Context: an optimization exercise on an open-source flow, tuned for small area, a short achievable clock period and few clock cycles per item. The choices shown serve that exercise and are no tape-out recipe.
Function was checked by simulation only, so behaviour that the tests miss may differ from the original.
Power and IR drop assume default switching activity.

## flow/flow/run.sh

```bash
#!/bin/bash
set -euo pipefail
bash standard.sh SETUP_SLACK_MARGIN=7 finish > standard_make.log 2>&1
```

## flow/standard.sh

```bash
#!/bin/bash
# synth_recipe.tcl (not shown) runs the flow's synth.tcl, then flattens the netlist and writes it again
# the make line also repeats each setting of config.mk as NAME=value (left out here)
make -C /OpenROAD-flow-scripts/flow DESIGN_CONFIG=/design/flow/config.mk WORK_HOME=/design/flow/orfs CLKGATE_MAP_FILE= SYNTH_SCRIPT=/design/flow/synth_recipe.tcl "${@:-finish}"
```

## flow/config.mk

```make
export PLATFORM = sky130hd
export DESIGN_NAME = limit_order_matching_engine
export DESIGN_NICKNAME = limit_order_matching_engine
export VERILOG_FILES = /design/flow/design.v
export SDC_FILE = /design/flow/constraint.sdc
export NUM_CORES = 4
export LEC_CHECK = 0
export CAP_MARGIN = 20
export CORE_MARGIN = 2
export CORE_UTILIZATION = 55
export SLEW_MARGIN = 20
export SYNTH_MEMORY_MAX_BITS = 16384
```

## flow/constraint.sdc

```tcl
create_clock -name core_clock -period 10.0 [get_ports {aclk}]
set_input_delay 2.0000 -clock core_clock [delete_from_list [all_inputs] [get_ports {aclk}]]
set_output_delay 2.0000 -clock core_clock [all_outputs]
set_load 0.01 [all_outputs]
```

## flow/design.v

```verilog
`timescale 1ns / 1ps
package lome_pkg;
    typedef enum logic [2:0] {
        ST_IDLE,
        ST_SCAN,
        ST_ACT,
        ST_DECIDE,
        ST_WRB,
        ST_WRA
    } state_t;
    typedef enum logic {
        PH_LOOKUP,
        PH_BEST
    } phase_t;
    localparam logic       ACT_ADD       = 1'b0;
    localparam logic       ACT_CANCEL    = 1'b1;
    localparam logic       KIND_TRADE    = 1'b0;
    localparam logic       KIND_ACK      = 1'b1;
    localparam logic [1:0] STAT_OK       = 2'd0;
    localparam logic [1:0] STAT_NOTFOUND = 2'd1;
    localparam logic [1:0] STAT_FULL     = 2'd2;
    localparam logic [1:0] STAT_DUP      = 2'd3;
    localparam int ID_BITS  = 64;
    localparam int QTY_BITS = 32;
    localparam int ARR_BITS = 32;
endpackage
`timescale 1ns / 1ps
import lome_pkg::*;
module limit_order_matching_engine #(
    parameter int ORDER_SLOTS = 32,
    parameter int PRICE_BITS  = 16
) (
    input  logic         aclk,
    input  logic         aresetn,
    input  logic         s_tvalid,
    output logic         s_tready,
    input  logic [119:0] s_tdata,
    input  logic         s_tuser,
    output logic         m_tvalid,
    input  logic         m_tready,
    output logic [215:0] m_tdata,
    output logic         m_tuser,
    output logic         m_tlast
);
    localparam int N  = ORDER_SLOTS;
    localparam int PB = PRICE_BITS;
    localparam int QB = QTY_BITS;
    localparam int IB = ID_BITS;
    localparam int RB = 178;    
    logic [N-1:0][IB-1:0] id_r;
    logic [N-1:0][PB-1:0] px_r;
    logic [N-1:0][QB-1:0] q_r;
    logic [N-1:0]         bm_r, am_r, wf_r, kf_r;
    logic                 full_r;
    logic          w_v, w_act, w_buy, w_sell, w_qz;
    logic [IB-1:0] w_id;
    logic [PB-1:0] w_px;
    logic [QB-1:0] w_q;
    logic          k_v, k_act, k_buy, k_qz;
    logic [IB-1:0] k_id;
    logic [PB-1:0] k_px;
    logic [QB-1:0] k_q;
    logic          ov_r, ou_r, sv_r, su_r;
    logic [RB-1:0] od_r, sd_r;
    logic accept, step, finish, w_load, pop;
    logic [IB-1:0] s_id;
    logic [PB-1:0] s_key;
    logic [QB-1:0] s_q;
    assign s_tready = !k_v;
    assign accept   = s_tvalid && !k_v;
    assign step     = w_v && !sv_r;           
    assign pop      = ov_r && m_tready;
    assign s_id     = s_tdata[63:0];
    assign s_key    = s_tdata[80:65] ^ {PB{!s_tdata[64]}};
    assign s_q      = s_tdata[112:81];
    assign m_tvalid = ov_r;
    assign m_tuser  = ou_r;
    assign m_tlast  = ou_r;
    assign m_tdata  = {6'd0,
                       od_r[33:2] & {32{ou_r}},
                       od_r[177:34] & {144{!ou_r}},
                       od_r[33:2] & {32{!ou_r}},
                       od_r[1:0]};
    logic [N-1:0] occ, hit, ge, le, pre, suf, kge;
    logic         anyhit, bidhit, xing, hx, add_ok, go;
    logic         ins_b, ins_s, can, rm_b, rm_a, dec_b, dec_a, trade;
    logic [QB-1:0] hq, tq, dq, hdq;
    logic [1:0]   status;
    logic [PB-1:0] bb, ba;
    assign occ = bm_r | am_r;
    assign hit = wf_r & occ;
    always_comb begin
        for (int i = 0; i < N; i++) begin
            kge[i] = (px_r[i] >= w_px);
        end
    end
    assign ge = bm_r & kge;
    assign le = am_r & kge;
    for (genvar g = 0; g < N; g++) begin : g_scan
        assign pre[g] = |hit[g:0];
        assign suf[g] = |hit[N-1:g];
    end
    assign anyhit = |hit;
    assign bidhit = |(hit & bm_r);
    assign xing   = (w_buy  && am_r[N-1] && (w_px >= ~px_r[N-1])) ||
                    (w_sell && bm_r[0]   && (px_r[0] >= ~w_px));
    assign hx     = (w_buy && (w_q >= q_r[N-1])) || (w_sell && (w_q >= q_r[0]));
    assign add_ok = !w_act && !w_qz && !full_r;
    assign go     = add_ok && !anyhit;
    assign ins_b  = step && go && !xing && w_buy;
    assign ins_s  = step && go && !xing && w_sell;
    assign can    = step && w_act;
    assign rm_a   = step && go && xing && hx && w_buy;
    assign rm_b   = step && go && xing && hx && w_sell;
    assign dec_a  = step && go && xing && !hx && w_buy;
    assign dec_b  = step && go && xing && !hx && w_sell;
    assign trade  = go && xing;
    assign hq     = w_buy ? q_r[N-1] : q_r[0];
    assign dq     = w_q - hq;
    assign hdq    = hq - w_q;
    assign tq     = hx ? hq : w_q;
    always_comb begin
        if (w_act)       status = anyhit ? STAT_OK : STAT_NOTFOUND;
        else if (anyhit) status = STAT_DUP;
        else if (w_qz)   status = STAT_OK;
        else if (full_r) status = STAT_FULL;
        else             status = STAT_OK;
        if (go && !xing && w_buy && !ge[0])     bb = w_px;
        else if (w_act && hit[0])               bb = bm_r[1] ? px_r[1] : '0;
        else                                    bb = bm_r[0] ? px_r[0] : '0;
        if (go && !xing && w_sell && !le[N-1])  ba = ~w_px;
        else if (w_act && hit[N-1])             ba = am_r[N-2] ? ~px_r[N-2] : '0;
        else                                    ba = am_r[N-1] ? ~px_r[N-1] : '0;
    end
    logic [N-1:0] pn, pl, pr, pd, pk;
    always_comb begin
        for (int i = 0; i < N; i++) begin
            pr[i] = (can && pre[i] && bm_r[i]) || (rm_b && bm_r[i]) ||
                    ((i < N - 1) && ins_s && am_r[(i+1)%N] && !le[(i+1)%N]);
            pl[i] = (can && suf[i] && am_r[i]) || (rm_a && am_r[i]) ||
                    ((i > 0) && ins_b && bm_r[(i+N-1)%N] && !ge[(i+N-1)%N]);
            pn[i] = (ins_b && !ge[i] && (i == 0 || ge[(i+N-1)%N])) ||
                    (ins_s && !le[i] && (i == N - 1 || le[(i+1)%N]));
            pd[i] = (i == 0 && dec_b) || (i == N - 1 && dec_a);
        end
    end
    assign pk = ~(pn | pl | pr);
    for (genvar g = 0; g < N; g++) begin : g_slot
        localparam int L = (g + N - 1) % N;
        localparam int R = (g + 1) % N;
        logic ph;
        assign ph = pk[g] && !pd[g];
        always_ff @(posedge aclk) begin
            id_r[g] <= ({IB{pn[g]}} & w_id) | ({IB{pl[g]}} & id_r[L]) |
                       ({IB{pr[g]}} & id_r[R]) | ({IB{pk[g]}} & id_r[g]);
            px_r[g] <= ({PB{pn[g]}} & w_px) | ({PB{pl[g]}} & px_r[L]) |
                       ({PB{pr[g]}} & px_r[R]) | ({PB{pk[g]}} & px_r[g]);
            q_r[g]  <= ({QB{pn[g]}} & w_q) | ({QB{pl[g]}} & q_r[L]) |
                       ({QB{pr[g]}} & q_r[R]) | ({QB{pd[g]}} & hdq) |
                       ({QB{ph}} & q_r[g]);
        end
    end
    logic [N-1:0] bm_n, am_n;
    always_comb begin
        bm_n = bm_r;
        am_n = am_r;
        if (ins_b)                     bm_n = {bm_r[N-2:0], 1'b1};
        else if ((can && bidhit) || rm_b) bm_n = {1'b0, bm_r[N-1:1]};
        if (ins_s)                     am_n = {1'b1, am_r[N-1:1]};
        else if ((can && anyhit && !bidhit) || rm_a) am_n = {am_r[N-2:0], 1'b0};
    end
    function automatic logic [N-1:0] mv_flags(input logic [N-1:0] f, input logic x,
                                              input logic [N-1:0] n, input logic [N-1:0] l,
                                              input logic [N-1:0] r, input logic [N-1:0] k);
        logic [N-1:0] o;
        for (int i = 0; i < N; i++)
            o[i] = (n[i] && x) || (l[i] && f[(i+N-1)%N]) || (r[i] && f[(i+1)%N]) || (k[i] && f[i]);
        mv_flags = o;
    endfunction
    logic [N-1:0] cmp_s, mf_s, mf_k, mf_w;
    logic         e_ws, e_wk;
    always_comb begin
        for (int i = 0; i < N; i++) cmp_s[i] = (id_r[i] == s_id);
    end
    assign e_ws = (w_id == s_id);
    assign e_wk = (w_id == k_id);
    assign mf_s = mv_flags(cmp_s, e_ws, pn, pl, pr, pk);
    assign mf_k = mv_flags(kf_r, e_wk, pn, pl, pr, pk);
    assign mf_w = mv_flags(wf_r, 1'b0, pn, pl, pr, pk);
    assign finish = step && !trade;
    assign w_load = !w_v || finish;
    logic [RB-1:0] res;
    assign res = trade ? {tq, (w_buy ? w_px : px_r[0]),
                          (w_buy ? id_r[N-1] : w_id), (w_buy ? w_id : id_r[0]), 2'd0}
                       : {144'd0, ba, bb, status};
    always_ff @(posedge aclk) begin
        if (!aresetn) begin
            bm_r   <= '0;
            am_r   <= '0;
            full_r <= 1'b0;
            w_v    <= 1'b0;
            k_v    <= 1'b0;
            ov_r   <= 1'b0;
            sv_r   <= 1'b0;
        end else begin
            bm_r   <= bm_n;
            am_r   <= am_n;
            full_r <= &(bm_n | am_n);
            if (w_load) begin
                w_v <= k_v || accept;
                k_v <= 1'b0;
            end else if (accept) begin
                k_v <= 1'b1;
            end
            if (!ov_r || pop) begin
                ov_r <= sv_r || step;
                sv_r <= 1'b0;
            end else if (step) begin
                sv_r <= 1'b1;
            end
        end
    end
    always_ff @(posedge aclk) begin
        if (w_load) begin
            if (k_v) begin
                w_act  <= k_act;
                w_id   <= k_id;
                w_buy  <= k_buy;
                w_sell <= !k_buy;
                w_px   <= k_px;
                w_q    <= k_q;
                w_qz   <= k_qz;
                wf_r   <= mf_k;
            end else begin
                w_act  <= s_tuser;
                w_id   <= s_id;
                w_buy  <= s_tdata[64];
                w_sell <= !s_tdata[64];
                w_px   <= s_key;
                w_q    <= s_q;
                w_qz   <= (s_q == '0);
                wf_r   <= mf_s;
            end
        end else begin
            wf_r <= mf_w;
            if (step && trade) begin
                w_q  <= hx ? dq : '0;
                w_qz <= !hx || (w_q == hq);
            end
        end
        if (!w_load && accept) begin
            k_act <= s_tuser;
            k_id  <= s_id;
            k_buy <= s_tdata[64];
            k_px  <= s_key;
            k_q   <= s_q;
            k_qz  <= (s_q == '0);
            kf_r  <= mf_s;
        end else begin
            kf_r  <= mf_k;
        end
        if (!ov_r || pop) begin
            if (sv_r) begin
                od_r <= sd_r;
                ou_r <= su_r;
            end else if (step) begin
                od_r <= res;
                ou_r <= !trade;
            end
        end else if (step) begin
            sd_r <= res;
            su_r <= !trade;
        end
    end
endmodule
```

==> run_results.csv <==
group,metric,value,unit
logic_synthesis,yosysUniqueCellTypes,90,
logic_synthesis,synth-compound-area-share,34.4,%
logic_synthesis,synth_top_family_by_area,"compound AO/OA/AOI/OAI gates",
place,io_buffers,331,
die,io_pins,345,
logic_synthesis,synth_edf_count,589,
die,die_x,645,um
global_route,grt_max_degree,208,
cts,cts_buffers,465,
logic_synthesis,synth_area_per_cell,10.4,sq um
global_route,grt_pass1_wl,2680000,um
logic_synthesis,synthFlopType,"dfxtp_1",
logic_synthesis,synth_area_leaders,"dfxtp_1 (33%), a221o_1 (16%), a22o_1 (14%), edfxtp_1 (7.8%), xor2_1 (4.8%)",
cts,cts_root_buf,"clkbuf_16",
cts,htreeDepth,5,
outcome,stop_error,"[ERROR GRT-0116] Global routing finished with congestion. Check the congestion regions in the DRC Viewer.",
place,dp_hpwl,804000,um
place,routabilityCongestion,1.07,
global_route,overflow,3069,
place,dp.cells,25500,
logic_synthesis,synth_cells,21700,
die,start_util,55.2,%
logic_synthesis,synth-xor-area-share,8.73,%
logic_synthesis,synth_top_area_share,32.9,%
logic_synthesis,synthesis.area,226000,sq um
outcome,status,"did not finish",
place,place_ws,2.73,ns
cts,cts.sink_count,4306,
logic_synthesis,synth_fa_ha_area_share,3.73,%
logic_synthesis,synth_seq_area_share,40.8,%
logic_synthesis,muxShareOfSynthArea,1.61,%
global_route,grt_pass1_vias,274000,
die,die_height,645,um
logic_synthesis,ys_warn_count,1,
outcome,haltStage,"5_1_grt",
logic_synthesis,async_flop_share,0,%
die,rows,235,
cts,clock_path_buffers,4,
logic_synthesis,synth-seq-cells,4306,
logic_synthesis,yosys.area_share.simple,5.84,%
logic_synthesis,synth_area_leader_cell,"dfxtp_1",
global_route,grtUsageTotal,89.7,%
## timing repair
action | in CTS
hold buffers | 0
pin swaps | 623
endpoints found under the setup margin | 4820
gates resized for setup | 4341
buffers inserted | 1472
endpoints found under the hold margin | 0
gates cloned | 1000
## worst max-delay path by stage
stage / to / slack (ns) / cells past startpoint / start
after CTS: id_r[1312] / 5.24 / 24 / w_px[1]
after detailed placement: id_r[1379] / 2.73 / 17 / w_px[9]
after global placement: id_r[1388] / 2.70 / 17 / w_px[9]
after floorplan: sd_r[0] / 4.78 / 2 / m_tready
## logic make-up after synthesis
group | Yosys count
simple gates | 2496
flops | 4306
fa+ha+maj | 672
compound gates | 8772
other cells | 1
xor+xnor | 2252
buf+inv | 2812
mux | 350
## power by group through the flow
stage               clock network (mW)  registers [mW]  logic, mW
CTS                               18.1            19.6       7.03
detailed placement                   0            19.9       5.73
global placement                     0            19.9       5.68
floorplan                            0            19.1       3.51
## metal layers
| layer | track usage [%] | overflow |
|---|---|---|
| met3 | 83.3 | 305 |
| met4 | 86.7 | 1174 |
| met1 | 91.0 | 210 |
| met5 | 63.2 | 29 |
| met2 | 97.1 | 1351 |
## cells in the mapped netlist, types with 48 or more instances
cell type	n
nand3_1	118
a21oi_1	405
edfxtp_1	589
a22o_1	3579
xnor2_1	1010
a221o_1	3580
nor2_1	392
buf_2	297
nor2b_1	226
nor4_1	449
o31ai_1	150
and2_1	84
o21ai_0	287
ha_1	670
o22ai_1	58
a221oi_1	85
inv_1	242
nand2_1	549
buf_1	173
xor2_1	1242
a21o_1	252
a2111oi_0	48
nand2b_1	62
o211ai_1	51
mux2_2	106
nor3_1	101
mux2i_1	244
dfxtp_1	3717
nand4_1	425
clkbuf_1	2071
## through the flow
step	instance area [sq um]	total power, mW	utilization [%]
3_3_place_gp	233000	25.6	56.9
3_5_place_dp	233000	25.6	56.9
2_1_floorplan	227000	22.6	-
4_1_cts	304000	44.8	74.3
Testbench counts, summed over its fixed seeds: cycles 8,007, items 6,400.
